What follows belongs to an exercise in optimizing a design on an open flow for small area; a production flow would make more cautious choices. Where RTL was checked, it was by simulation tests only, not by an equivalence proof against the original. Power is estimated from default activity; no workload was simulated.

==> inputs of v5 <==
## vehicle_safety_interlock_unit
module vehicle_safety_interlock_unit (
    input  logic        clk,
    input  logic        rst_n,
    input  logic        s_tvalid,
    output logic        s_tready,
    input  logic [55:0] s_tdata,
    input  logic [2:0]  s_tuser,
    output logic        m_tvalid,
    input  logic        m_tready,
    output logic [79:0] m_tdata,
    input  logic        cfg_valid,
    output logic        cfg_ready,
    input  logic [2:0]  cfg_addr,
    input  logic [15:0] cfg_data
);
clock: 7.0 ns
lec_check: 0
cap_margin: 20
core_margin: 2
core_utilization: 40
place_density: 0.6
slew_margin: 20
standard.sh (not shown) runs the stock make flow with config.mk's settings and CLKGATE_MAP_FILE= SYNTH_SCRIPT=/design/flow/synth_recipe.tcl, a recipe that flattens the netlist after the stock synthesis.
==> flow/flow/run.sh <==
#!/bin/bash
# Standard ORFS layout (standard.sh: the standard flow's synthesis and ORFS steps) with
# two changes: ports are buffered with the smallest buffer (buf_1), and CTS
# adds no dummy loads and builds the tree from small clock buffers.
set -o pipefail
export BUFFER_PORTS_ARGS="-buffer_cell sky130_fd_sc_hd__buf_1"
export CTS_ARGS="-sink_clustering_enable -repair_clock_nets -dont_use_dummy_load -buf_list {sky130_fd_sc_hd__clkbuf_16} -sink_clustering_size 24 -sink_clustering_max_diameter 60"
bash standard.sh > standard.log 2>&1
==> v26 (differences from v5) <==
--- a/flow/design.v
+++ b/flow/design.v
@@ -60,77 +60,53 @@
     output logic        cfg_ready,
     input  logic [2:0]  cfg_addr,
     input  logic [15:0] cfg_data
 );
     function automatic logic gt16(input logic [15:0] a, input logic [15:0] b);
         logic g;
         g = 1'b0;
         for (int i = 0; i < 16; i++)
-            g = (a[i] & ~b[i]) | (a[i] & g) | (~b[i] & g);
+            g = (a[i] & ~b[i]) | (~(a[i] ^ b[i]) & g);
         gt16 = g;
     endfunction
     function automatic logic ge16(input logic [15:0] a, input logic [15:0] b);
         logic g;
         g = 1'b1;
         for (int i = 0; i < 16; i++)
-            g = (a[i] & ~b[i]) | (a[i] & g) | (~b[i] & g);
+            g = (a[i] & ~b[i]) | (~(a[i] ^ b[i]) & g);
         ge16 = g;
     endfunction
     function automatic logic [15:0] inc16(input logic [15:0] a, input logic cin);
         logic [15:0] s;
-        logic        c, pb, pall;
-        c    = cin;
-        pb   = 1'b1;
-        pall = 1'b1;
+        logic        c;
+        c = cin;
         for (int i = 0; i < 16; i++) begin
-            if (i % 8 == 0 && i > 0) begin
-                pall = pall & pb;
-                pb   = 1'b1;
-                c    = cin & pall;
-            end
             s[i] = a[i] ^ c;
             c    = a[i] & c;
-            pb   = pb & a[i];
         end
         inc16 = s;
     endfunction
     function automatic logic [15:0] dec16(input logic [15:0] a, input logic bin);
         logic [15:0] s;
-        logic        c, pb, pall;
-        c    = bin;
-        pb   = 1'b1;
-        pall = 1'b1;
+        logic        c;
+        c = bin;
         for (int i = 0; i < 16; i++) begin
-            if (i % 8 == 0 && i > 0) begin
-                pall = pall & pb;
-                pb   = 1'b1;
-                c    = bin & pall;
-            end
             s[i] = a[i] ^ c;
             c    = ~a[i] & c;
-            pb   = pb & ~a[i];
         end
         dec16 = s;
     endfunction
     function automatic logic [31:0] inc32(input logic [31:0] a, input logic cin);
         logic [31:0] s;
-        logic        c, pb, pall;
-        c    = cin;
-        pb   = 1'b1;
-        pall = 1'b1;
+        logic        c;
+        c = cin;
         for (int i = 0; i < 32; i++) begin
-            if (i % 8 == 0 && i > 0) begin
-                pall = pall & pb;
-                pb   = 1'b1;
-                c    = cin & pall;
-            end
             s[i] = a[i] ^ c;
             c    = a[i] & c;
-            pb   = pb & a[i];
         end
         inc32 = s;
     endfunction
     logic [14:0] speed_limit_reg;
     logic [14:0] steering_limit_reg;
     logic [15:0] min_distance_reg;
     logic [15:0] silence_limit_reg;
     logic [15:0] check_period_reg;
@@ -176,19 +152,21 @@
             in_valid_reg <= 1'b0;
         else if (s_tready)
             in_valid_reg <= s_tvalid;
     end
     always_ff @(posedge clk)
     begin
         if (s_tready)
         begin
-            in_kind_reg <= {s_tuser[2], s_tuser[1] | (s_tuser[2] & s_tuser[0]),
-                            (s_tuser == 3'd4) ? s_tdata[50] : s_tuser[0]};
-            in_pay_reg  <= s_tdata[31:0];
+            in_kind_reg <= s_tuser;
+            if (s_tuser == 3'd4)
+                in_pay_reg <= {14'd0, s_tdata[50], s_tdata[32] & s_tdata[33], s_tdata[49:34]};
+            else
+                in_pay_reg <= s_tdata[31:0];
         end
     end
     logic        nav_contact_reg;
     logic        sensor_seen_reg;
     logic        recovering_reg;
     logic        shake_wait_reg;
     logic        lock_flag_reg;
     logic        snap_ok_reg;       
@@ -204,22 +182,24 @@
     logic [2:0]  refusal_reg;
     logic [3:0]  notice_reg;
     logic        alive_reg;
     logic k_tick, k_beat, k_exit, k_cmd, k_sensor;
     assign k_tick   = advance && (in_kind_reg == 3'd0);
     assign k_beat   = advance && (in_kind_reg == 3'd1);
     assign k_exit   = advance && (in_kind_reg == 3'd2);
     assign k_cmd    = advance && (in_kind_reg == 3'd3);
-    assign k_sensor = advance && (in_kind_reg[2:1] == 2'b10);
-    logic [15:0] in_speed, in_steer;
-    logic        in_shake;
+    assign k_sensor = advance && (in_kind_reg == 3'd4);
+    logic [15:0] in_speed, in_steer, in_dist;
+    logic        in_ok, in_shake;
     assign in_speed = in_pay_reg[15:0];
     assign in_steer = in_pay_reg[31:16];
-    assign in_shake = in_kind_reg[0];
+    assign in_dist  = in_pay_reg[15:0];
+    assign in_ok    = in_pay_reg[16];
+    assign in_shake = in_pay_reg[17];
     logic        nav_sat, sensor_sat;
     logic [15:0] nav_quiet_inc, sensor_quiet_inc, check_phase_inc;
     logic        rest_nz, hold_nz, rest_one, hold_one;
     logic [15:0] rest_left_dec, hold_left_dec;
     logic        check_due, nav_trip, sensor_trip;
     assign nav_sat          = &nav_quiet_reg;
     assign sensor_sat       = &sensor_quiet_reg;
     assign nav_quiet_inc    = inc16(nav_quiet_reg, ~nav_sat);
@@ -305,20 +285,20 @@
             else
                 hold_left_reg <= hold_left_dec;
             approve_count_reg <= inc32(approve_count_reg, k_cmd && cmd_ok && !(&approve_count_reg));
             reject_count_reg  <= inc32(reject_count_reg, k_cmd && !cmd_ok && !(&reject_count_reg));
         end
     end
     always_ff @(posedge clk)
     begin
-        if (s_tvalid && s_tready && s_tuser == 3'd4)
+        if (k_sensor)
         begin
-            snap_ok_reg   <= s_tdata[32] & s_tdata[33];
-            snap_dist_reg <= s_tdata[49:34];
+            snap_ok_reg   <= in_ok;
+            snap_dist_reg <= in_dist;
         end
         if (k_beat || k_cmd)
             nav_quiet_reg <= 16'd0;
         else if (k_tick)
             nav_quiet_reg <= nav_quiet_inc;
         if (k_sensor)
             sensor_quiet_reg <= 16'd0;
         else if (k_tick)
==> flow/run.sh (new file) <==
#!/bin/bash
# synth_recipe.tcl (not shown) runs the flow's synth.tcl, then flattens the netlist and writes it again
# the make line also repeats each setting of config.mk as NAME=value (left out here)
make -C /OpenROAD-flow-scripts/flow DESIGN_CONFIG=/design/flow/config.mk WORK_HOME=/design/flow/orfs CLKGATE_MAP_FILE= SYNTH_SCRIPT=/design/flow/synth_recipe.tcl finish
removed: flow/flow/run.sh
removed: flow/standard.sh
==> run notes <==
In v26 the global-route usage is higher than in v5, by 1.0 points.
First-iteration DRC count: v5 is lower than v26 (about 12%).
Between v26 and v5, the lower clock power is in v5 (gap about 24%, measured against v5).
Against v5, the critical path depth of v26 is higher by 20.
In v5 the worst hold slack is higher than in v26, by 0.0032 ns.
Between v26 and v5, the lower area after synthesis is in v5 (gap 5.0%, measured against v5).
v26 reached the layout checks and failed them: setup timing. v5 produced a clean layout.
Against v26, the die area of v5 is smaller by 4.7%.
In v26 the core utilization is higher than in v5, by 6.0 points.
Of v26 and v5, v5 has the higher maximum frequency (gap 24%, measured against v5).
==> figures <==
|  | v5 | v26 |
|---|---|---|
| Wirelength, routed | 31300 microns | 34600 microns |
| Total number of cells along the worst setup path | 21 | 41 |
| Max Clock Freq | 182 MHz | 139 MHz |
| Area share of the largest cell type after synthesis | 0.315 | 0.300 |
| Global-route met3 utilization | 0.0328 | 0.0396 |
| Fraction of met2 tracks used by global routing | 0.277 | 0.288 |
| Average footprint of a synthesized cell | 11.8 sq um | 11.6 sq um |
| Mux contribution to synthesized area | 0.0817 | 0.0612 |
| Result of the run | complete, no violations | complete, but fails checks |
| Layout check failures | - | setup timing |
| Non-clock buffer share of cell area | 0.0400 | 0.0932 |
| Detailed placer's ending HPWL | 22300 microns | 25100 microns |
| Met1 demand-to-capacity share in global routing | 0.222 | 0.242 |
| Post-Route Setup TNS | 0 ns | -0.496 ns |
| Global-route wire length before repair | 50700 microns | 56400 microns |
| Synthesized-area fraction occupied by adder cells | 0.119 | 0.181 |
| Area of placed instances | 15900 sq um | 18500 sq um |
| Portion of total power attributed to the clock network | 0.331 | 0.366 |
| Cell Int Power | 3.40 mW | 3.79 mW |
| P_clk | 1.53 mW | 1.89 mW |
For v5, only the layout was checked, not whether the RTL still works.

## afterwards: timing with drivers on the ports
No port has a modelled driver above. Below, the same layouts with a new extraction and two added sets of constraints. Step 1, drivers: a clkbuf_16 drives clk and a buf_2 each remaining input, both assumed. Step 2 also shifts input and output timing later by t, the mid clock arrival at the registers, as if the neighbouring blocks saw the same clock. Slacks: no drivers / after step 1 / after step 2; pairs: no drivers / after step 1.
run | shift t [ns] | slack for setup (ns) | worst setup path after step 2 | latest minus earliest clock arrival (ns) | worst register clock-pin slew, ns
v5 | 0.571 | 1.496 / 1.496 / 1.496 | register to register | 0.062 / 0.062 | 0.09 / 0.09
v26 | 0.595 | -0.203 / -0.203 / -0.580 | input to register | 0.019 / 0.019 | 0.06 / 0.06
For v26, which loses most, drivers alone change the setup slack by 0.000 ns; drivers and shift together by -0.377 ns.
